This is an optimization exercise on Yosys and OpenROAD, whose aim is small area, a short achievable clock period and few clock cycles, not a production implementation.
The RTL was checked by simulation tests, not by an equivalence proof against the original design.

Setup of the reference run:
// md_ctrl
module md_ctrl (
   input  logic        clk,
   input  logic        rst_n,
   input  logic        md_start,
   input  logic [1:0]  md_op,
   input  logic [31:0] md_a,
   input  logic [31:0] md_b,
   input  logic        md_flush,
   input  logic        md_rd_hi,
   input  logic        md_rd_lo,
   input  logic        md_wr_hi,
   input  logic        md_wr_lo,
   output logic        md_stall,
   output logic        md_busy,
   output logic        md_done,
   output logic [31:0] hi,
   output logic [31:0] lo
);
For scale: ~140 I/O pins.
export LEC_CHECK = 0
export ABC_AREA = 1
export CAP_MARGIN = 20
export CORE_MARGIN = 2
export CORE_UTILIZATION = 40
export SETUP_SLACK_MARGIN = 5
export SLEW_MARGIN = 20
create_clock -name core_clock -period 12.0 [get_ports {clk}]
standard.sh (not shown) runs the stock make flow with config.mk's settings and CLKGATE_MAP_FILE= SYNTH_SCRIPT=/design/flow/synth_recipe.tcl, a recipe that flattens the netlist after the stock synthesis.
==> flow/flow/run.sh <==
#!/bin/bash
set -euo pipefail
bash standard.sh SETUP_SLACK_MARGIN=6.2 "BUFFER_PORTS_ARGS=-buffer_cell sky130_fd_sc_hd__buf_1" finish > make_finish.log 2>&1
Testbench counts of the reference run, summed over its fixed seeds: cycles 28,761.
The inputs of the trial run differ from those of the reference run as listed below.
--- a/flow/design.v
+++ b/flow/design.v
@@ -94,26 +94,25 @@
    function automatic logic [5:0] lzc32(input logic [31:0] x);
       lzc32 = 6'd32;
       for (int i = 0; i < 32; i++) if (x[i]) lzc32 = 31 - i;
    endfunction
    logic [33:0] dp_x;
    logic        dp_cin;
    logic [41:0] dp_sum;
    logic        last;
    assign last   = (cnt_q == 5'd0);
    assign dp_cin = st_nega_q | st_fixq_q | st_fixr_q;
-   logic        xs_a_q, xs_c_q;
    always_comb begin
-      if (xs_a_q)        dp_x = {hx_q, hx_q, hi_q};
-      else if (xs_c_q)   dp_x = {2'b11, ~lo_q};
-      else if (st_div_q) dp_x = {hx_q, hi_q, lo_q[31]};
-      else               dp_x = {~hx_q, ~hx_q, ~hi_q};
+      if (st_mul_q | st_corr_q)        dp_x = {hx_q, hx_q, hi_q};
+      else if (st_div_q)               dp_x = {hx_q, hi_q, lo_q[31]};
+      else if (st_nega_q | st_fixq_q)  dp_x = {2'b11, ~lo_q};
+      else                             dp_x = {~hx_q, ~hx_q, ~hi_q};
    end
    md_div_step u_step (
       .x_i    (dp_x),
       .b_i    (b_q),
       .sgn_i  (sgn_q),
       .one_i  (one_q),
       .two_i  (two_q),
       .neg_i  (neg_q),
       .top1_i (top1_q),
       .cin_i  (dp_cin),
@@ -141,33 +140,20 @@
    assign dvz   = (b_q == 32'd0);
    assign qneg  = (sa_q ^ sb_q) && !dvz;
    always_comb begin
       rot = lo_q;
       for (int k = 0; k < 5; k++)
          if (t[k]) rot = (rot << (1 << k)) | (rot >> (32 - (1 << k)));
    end
    assign mask = t[5] ? 32'd0 : (32'hFFFF_FFFF << t[4:0]);
    always_ff @(posedge clk or negedge rst_n) begin
       if (!rst_n) begin
-         xs_a_q <= 1'b0;
-         xs_c_q <= 1'b0;
-      end else begin
-         xs_a_q <= (!busy_q && accept && !div_zero && !md_op[1])
-                 | (st_mul_q && !last)
-                 | (st_div_q && last && !q && !sa_q);
-         xs_c_q <= (!busy_q && accept && !div_zero && md_op[1] && signed_op && md_a[31])
-                 | (st_div_q && last && (q || sa_q) && qneg)
-                 | (st_corr_q && qneg);
-      end
-   end
-   always_ff @(posedge clk or negedge rst_n) begin
-      if (!rst_n) begin
          busy_q    <= 1'b0;
          done_q    <= 1'b0;
          st_mul_q  <= 1'b0;
          st_nega_q <= 1'b0;
          st_prep_q <= 1'b0;
          st_div_q  <= 1'b0;
          st_corr_q <= 1'b0;
          st_fixq_q <= 1'b0;
          st_fixr_q <= 1'b0;
          cnt_q     <= 5'd0;
### Flow results
Clock sink count of the trial run falls short of that of the reference run slightly.
In the metrics for the trial run and the reference run, the one carrying the higher cell area is the reference run.
The reference run reports its timing startpoint of the critical path as lo_q[12] while the trial run reports st_nega_q.
Relative to the reference run, length of routed met2 wiring has increased by about 0.8% in the trial run.
Going from the reference run to the trial run, routing usage on met2 grows by 0.40 points.
The trial run ended up with fewer standard cells than the reference run.
Testbench counts of the trial run, summed over its fixed seeds: cycles 28,761.

[afterwards: timing with drivers on the ports]
In the flow no input, the clock included, has a driving cell. The finished layouts below were timed again as built, in two steps.
Step 1: set_driving_cell puts a clkbuf_16 on clk and a buf_2 on each other input, an assumption about the parent block.
Step 2 adds t to the input delays and takes it off the output delays; t is the mean of the earliest and latest rising clock arrival at the registers after step 1. Input paths then give back, and output paths get back, about the clock's delay inside the block.
a / b / c = no drivers / after step 1 / after step 2; a / b = the first two.
run | t, ns | setup slack, ns | worst slew at a driven data input, ns
the reference run | 0.557 | 6.163 / 6.163 / 5.772 | 0.06
the trial run | 0.552 | 6.014 / 6.014 / 5.567 | 0.05
After both steps setup and hold are still met in every run listed. The setup slack of the trial run, which loses most, moves by 0.000 ns with the drivers and by -0.447 ns with both steps.
